From an optimization exercise on the open Yosys and OpenROAD flow, aimed at small area, a short achievable clock period and few clock cycles per item; shortcuts taken in it are not production practice.

== build 32 ==
==> flow/design.v <==
`default_nettype none
package kmpss_pkg;
	localparam int unsigned MAX_PATTERN_DEF    = 64;
	localparam int unsigned POSITION_WIDTH_DEF = 32;
	localparam logic [1:0] STAT_BUSY     = 2'd0;
	localparam logic [1:0] STAT_FOUND    = 2'd1;
	localparam logic [1:0] STAT_NOTFOUND = 2'd2;
	localparam logic [1:0] STAT_OVERFLOW = 2'd3;
	localparam logic [1:0] SRCH_FRESH    = 2'd0;
	localparam logic [1:0] SRCH_FOUND    = 2'd1;
	localparam logic [1:0] SRCH_NOTFOUND = 2'd2;
	localparam logic [1:0] SRCH_BUSY     = 2'd3;
endpackage
`default_nettype wire
`default_nettype none
module kmp_substring_search_core #(
	parameter int unsigned MAX_PATTERN    = kmpss_pkg::MAX_PATTERN_DEF,
	parameter int unsigned POSITION_WIDTH = kmpss_pkg::POSITION_WIDTH_DEF
) (
	input  wire logic        clk,
	input  wire logic        arst_n,
	input  wire logic        s_tvalid,
	output logic             s_tready,
	input  wire logic [7:0]  s_tdata,   
	input  wire logic [1:0]  s_tuser,   
	input  wire logic        s_tlast,
	output logic             m_tvalid,
	input  wire logic        m_tready,
	output logic [39:0]      m_tdata    
);
	localparam int unsigned N  = MAX_PATTERN;   
	localparam int unsigned AW = $clog2(N);
	localparam int unsigned NL = 8;            
	localparam int unsigned NH = N / NL;
	localparam int unsigned LW = $clog2(N + 1);
	localparam int unsigned PW = POSITION_WIDTH;
	logic          iv_q;
	logic          ifunc_q;
	logic          ifirst_q;
	logic          ilast_q;
	logic [7:0]    ibyte_q;
	logic          eql_q;       
	logic          rdy_q;
	logic          en_q;        
	logic [8*N-1:0] r_q;         
	logic [N-1:0]   a_q;
	logic [AW-1:0]  z_q;         
	logic [NL-1:0]  wl_q;        
	logic [NH-1:0]  wh_q;
	logic [7:0]     plast_q;     
	logic [LW-1:0]  len_q;
	logic           lz_q;        
	logic           l1_q;        
	logic           lf_q;        
	logic [1:0]     st_q;
	logic [PW-1:0]  d_q;
	logic          ov_q;
	logic [1:0]    ostat_q;
	logic          o2v_q;
	logic [1:0]    o2stat_q;
	logic [PW-1:0] pos_q;       
	logic          rs;
	logic          done;        
	logic          grow;        
	logic [PW-1:0] d_inc;
	logic          nzero;
	logic          full;
	logic          wr;
	logic [N-1:0]  eqp;
	logic [N-1:0]  inj;
	logic [NH-1:0] mpart;
	logic          mprev;
	logic          found;
	logic [1:0]    res;
	logic          en;
	logic          acc;
	logic          pop;
	logic [N-1:0]  a_n;
	logic [8*N-1:0] r_n;
	logic [AW-1:0] z_n;
	logic [NL-1:0] wl_n;
	logic [NH-1:0] wh_n;
	logic [7:0]    plast_n;
	logic          iv_n;
	logic          ifunc_n;
	logic          ifirst_n;
	logic [1:0]    st_n;
	logic          ov_n;
	logic [1:0]    ostat_n;
	logic          o2v_n;
	logic [1:0]    o2stat_n;
	logic          en_n;
	logic          oload;
	logic          lz_n;
	logic          l1_n;
	logic          lf_n;
	logic          wait_n;
	logic [LW-1:0] len_n;
	logic [PW-1:0] d_n;
	always_comb begin
		en    = en_q;
		rs    = ifirst_q || (st_q == kmpss_pkg::SRCH_FRESH);
		done  = !rs && (st_q == kmpss_pkg::SRCH_FOUND || st_q == kmpss_pkg::SRCH_NOTFOUND);
		d_inc = d_q + PW'(1);
		nzero = ifirst_q || lz_q;
		full  = !ifirst_q && lf_q;
		wr    = en && !ifunc_q && !full;
		for (int i = 0; i < N; i++) begin
			eqp[i]  = (ibyte_q == r_q[8*i +: 8]);
			inj[i]  = (z_q == AW'(i));
		end
		for (int h = 0; h < NH; h++) begin
			mpart[h] = 1'b0;
			for (int l = 0; l < NL; l++) begin
				mpart[h] = mpart[h] || (wl_q[l] && a_q[(NL * h + l + N - 2) % N]);
			end
		end
		mprev = |(wh_q & mpart);
		found = (l1_q || (mprev && !rs)) && eql_q;
		for (int i = 0; i < N; i++) begin
			if (en && ifunc_q) begin
				a_n[i] = (inj[(i + 1) % N] || (a_q[i] && !rs)) && eqp[(i + 1) % N];
			end else begin
				a_n[i] = a_q[(i + 1) % N];
			end
		end
		r_n = {r_q[7:0], r_q[8*N-1:8]};
		if (wr) begin
			r_n[8*N-1 -: 8] = ibyte_q;
		end
		z_n     = (wr && nzero) ? AW'(N - 1) : z_q - AW'(1);
		if (wr) begin
			wl_n = NL'(1);
			wh_n = NH'(1);
		end else begin
			wl_n = {wl_q[0], wl_q[NL-1:1]};
			wh_n = wl_q[0] ? {wh_q[0], wh_q[NH-1:1]} : wh_q;
		end
		plast_n = wr ? ibyte_q : plast_q;
		if (!ifunc_q) begin
			res = full ? kmpss_pkg::STAT_OVERFLOW : kmpss_pkg::STAT_BUSY;
			st_n = kmpss_pkg::SRCH_FRESH;
		end else begin
			if (done) begin
				res = st_q;   
			end else if (lz_q || found) begin
				res = kmpss_pkg::STAT_FOUND;
			end else if (ilast_q) begin
				res = kmpss_pkg::STAT_NOTFOUND;
			end else begin
				res = kmpss_pkg::STAT_BUSY;
			end
			st_n = (res == kmpss_pkg::STAT_BUSY) ? kmpss_pkg::SRCH_BUSY : res;
		end
		acc = s_tvalid && rdy_q;
		pop = ov_q && m_tready;
		if (!en) begin
			st_n = st_q;
		end
		ov_n     = ov_q;
		ostat_n  = ostat_q;
		o2v_n    = o2v_q;
		o2stat_n = o2stat_q;
		oload = pop || !ov_q;
		if (oload) begin
			if (o2v_q) begin
				ov_n    = 1'b1;
				ostat_n = o2stat_q;
				o2v_n   = 1'b0;
			end else begin
				ov_n = en;
				if (en) begin
					ostat_n = res;
				end
			end
		end else if (en) begin
			o2v_n    = 1'b1;
			o2stat_n = res;
		end
		len_n = len_q;
		lz_n  = lz_q;
		l1_n  = l1_q;
		lf_n  = lf_q;
		if (wr) begin
			len_n = nzero ? LW'(1) : len_q + LW'(1);
			lz_n  = 1'b0;
			l1_n  = nzero;
			lf_n  = !nzero && (len_q == LW'(N - 1));
		end
		grow = en && ifunc_q && !done;
		d_n = d_q;
		if (grow) begin
			if (lz_q) begin
				d_n = '0;
			end else if (rs) begin
				d_n = PW'(1) - PW'(len_q);
			end else begin
				d_n = d_inc;
			end
		end
		iv_n     = acc || (iv_q && !en);
		ifunc_n  = acc ? s_tuser[0] : ifunc_q;
		ifirst_n = acc ? s_tuser[1] : ifirst_q;
		wait_n = !ifunc_n && !ifirst_n && !lz_n && !lf_n && !wr && !(wl_q[1] && wh_q[0]);
		en_n = iv_n && !o2v_n && !wait_n;
	end
	always_ff @(posedge clk or negedge arst_n) begin
		if (!arst_n) begin
			iv_q   <= 1'b0;
			rdy_q  <= 1'b0;
			ov_q   <= 1'b0;
			o2v_q  <= 1'b0;
			st_q   <= kmpss_pkg::SRCH_FRESH;
			len_q  <= '0;
			lz_q   <= 1'b1;
			l1_q   <= 1'b0;
			lf_q   <= 1'b0;
			en_q   <= 1'b0;
		end else begin
			iv_q  <= iv_n;
			rdy_q <= !iv_n || en_n;
			ov_q  <= ov_n;
			o2v_q <= o2v_n;
			st_q  <= st_n;
			len_q <= len_n;
			lz_q  <= lz_n;
			l1_q  <= l1_n;
			lf_q  <= lf_n;
			en_q  <= en_n;
		end
	end
	always_ff @(posedge clk) begin
		if (acc) begin
			ifunc_q  <= s_tuser[0];
			ifirst_q <= s_tuser[1];
			ilast_q  <= s_tlast;
			ibyte_q  <= s_tdata;
			eql_q    <= (s_tdata == plast_n);
		end
		ostat_q  <= ostat_n;
		o2stat_q <= o2stat_n;
		if (oload) begin
			if (o2v_q) begin
				pos_q <= (o2stat_q == kmpss_pkg::STAT_FOUND) ? d_q : '0;
			end else if (res != kmpss_pkg::STAT_FOUND) begin
				pos_q <= '0;
			end else if (grow && (rs || lz_q)) begin
				pos_q <= '0;
			end else if (grow) begin
				pos_q <= d_inc;
			end else begin
				pos_q <= d_q;
			end
		end
		d_q      <= d_n;
		r_q      <= r_n;
		a_q      <= a_n;
		z_q      <= z_n;
		wl_q     <= wl_n;
		wh_q     <= wh_n;
		plast_q  <= plast_n;
	end
	assign s_tready = rdy_q;
	assign m_tvalid = ov_q;
	assign m_tdata  = {6'b0, pos_q, ostat_q};
endmodule
`default_nettype wire
make LEC_CHECK=0 ABC_AREA=0 CAP_MARGIN=20 CORE_MARGIN=2 CORE_UTILIZATION=70 CTS_CLUSTER_DIAMETER=100 CTS_CLUSTER_SIZE=28 PLACE_DENSITY=0.8 SETUP_SLACK_MARGIN=3.6 SLEW_MARGIN=20 finish   # period 6.0 ns
run.sh (not shown) runs the stock make flow with config.mk's settings and CLKGATE_MAP_FILE= SYNTH_SCRIPT=/design/flow/synth_recipe.tcl, a recipe that flattens the netlist after the stock synthesis.
Every stage of the flow completed for build 32, and the final layout passed the timing, DRC and antenna checks.
What build 38 does differently from build 32 at the input level:
--- a/flow/config.mk
+++ b/flow/config.mk
@@ -9,8 +9,9 @@
 export CAP_MARGIN = 20
 export CORE_MARGIN = 2
-export CORE_UTILIZATION = 70
+export CORE_UTILIZATION = 65
 export CTS_CLUSTER_DIAMETER = 100
 export CTS_CLUSTER_SIZE = 28
-export PLACE_DENSITY = 0.8
-export SETUP_SLACK_MARGIN = 3.6
+export PLACE_DENSITY = 0.75
+export SETUP_SLACK_MARGIN = 3.75
 export SLEW_MARGIN = 20
+export TNS_END_PERCENT = 25
--- outcome ---
Build 38: PASS, flow complete, no timing, DRC or antenna violations. Summary: HPWL reported at the end of detailed placement, build 38 worse than build 32. The global router's overall resource usage number comes out higher for build 32 vs build 38. Sequential share of layout area, build 32 and build 38, higher one = build 38. Compared with build 32, the detailed router inserted fewer vias in build 38. Relative to build 32, clock-buffer cell count has gone down in build 38. Build 32 ended up with wl_q[1]$_SDFF_PP0_ as its critical path launch point; build 38 ended up with wl_q[2]$_SDFF_PP0_. Compared with build 32, build 38 shows a higher number of tap instances. Number of detailed-routing iterations run before antenna repair | build 38 below build 32. Taking build 32 as the reference, in build 38 worst setup slack went up; count of non-CTS buffers in the layout went down.
For build 13, these inputs were changed with respect to build 38:
--- a/flow/config.mk
+++ b/flow/config.mk
@@ -13,5 +13,4 @@
 export CTS_CLUSTER_SIZE = 28
 export PLACE_DENSITY = 0.75
-export SETUP_SLACK_MARGIN = 3.75
+export SETUP_SLACK_MARGIN = 3.6
 export SLEW_MARGIN = 20
-export TNS_END_PERCENT = 25
Results
Diff build 13..build 38 | clock-cell share of area | negligible
Going from build 38 to build 13, post-layout minimum cycle time shrinks by 0.0082 ns.
As of build 13, wire length on met3 had risen by a few percent compared to build 38.
No functional check of the RTL was part of any run of this note.

-- re-timing with driven ports --
Ports are ideal in the flow. The routed layouts listed here were re-timed in OpenROAD.
Step 1, drivers: a clkbuf_16 drives clk and a buf_2 each remaining input, both assumed.
Step 2 adds t to the input delays and takes it off the output delays; t is the mean of the earliest and latest rising clock arrival at the registers after step 1. Input paths then give back, and output paths get back, about the clock's delay inside the block.
a / b / c = ideal ports / drivers / drivers and shift; a / b = the first two.
run | shift t [ns] | setup WS [ns] | hold slack, ns
build 32 | 0.657 | 3.318 / 3.318 / 3.036 | 0.350 / 0.350 / 0.350
build 38 | 0.647 | 3.384 / 3.384 / 2.970 | 0.340 / 0.340 / 0.340
build 13 | 0.651 | 3.392 / 3.392 / 3.063 | 0.356 / 0.356 / 0.356
After both steps setup and hold are still met in every run listed. The setup slack of build 38, which loses most, moves by 0.000 ns with the drivers and by -0.414 ns with both steps.
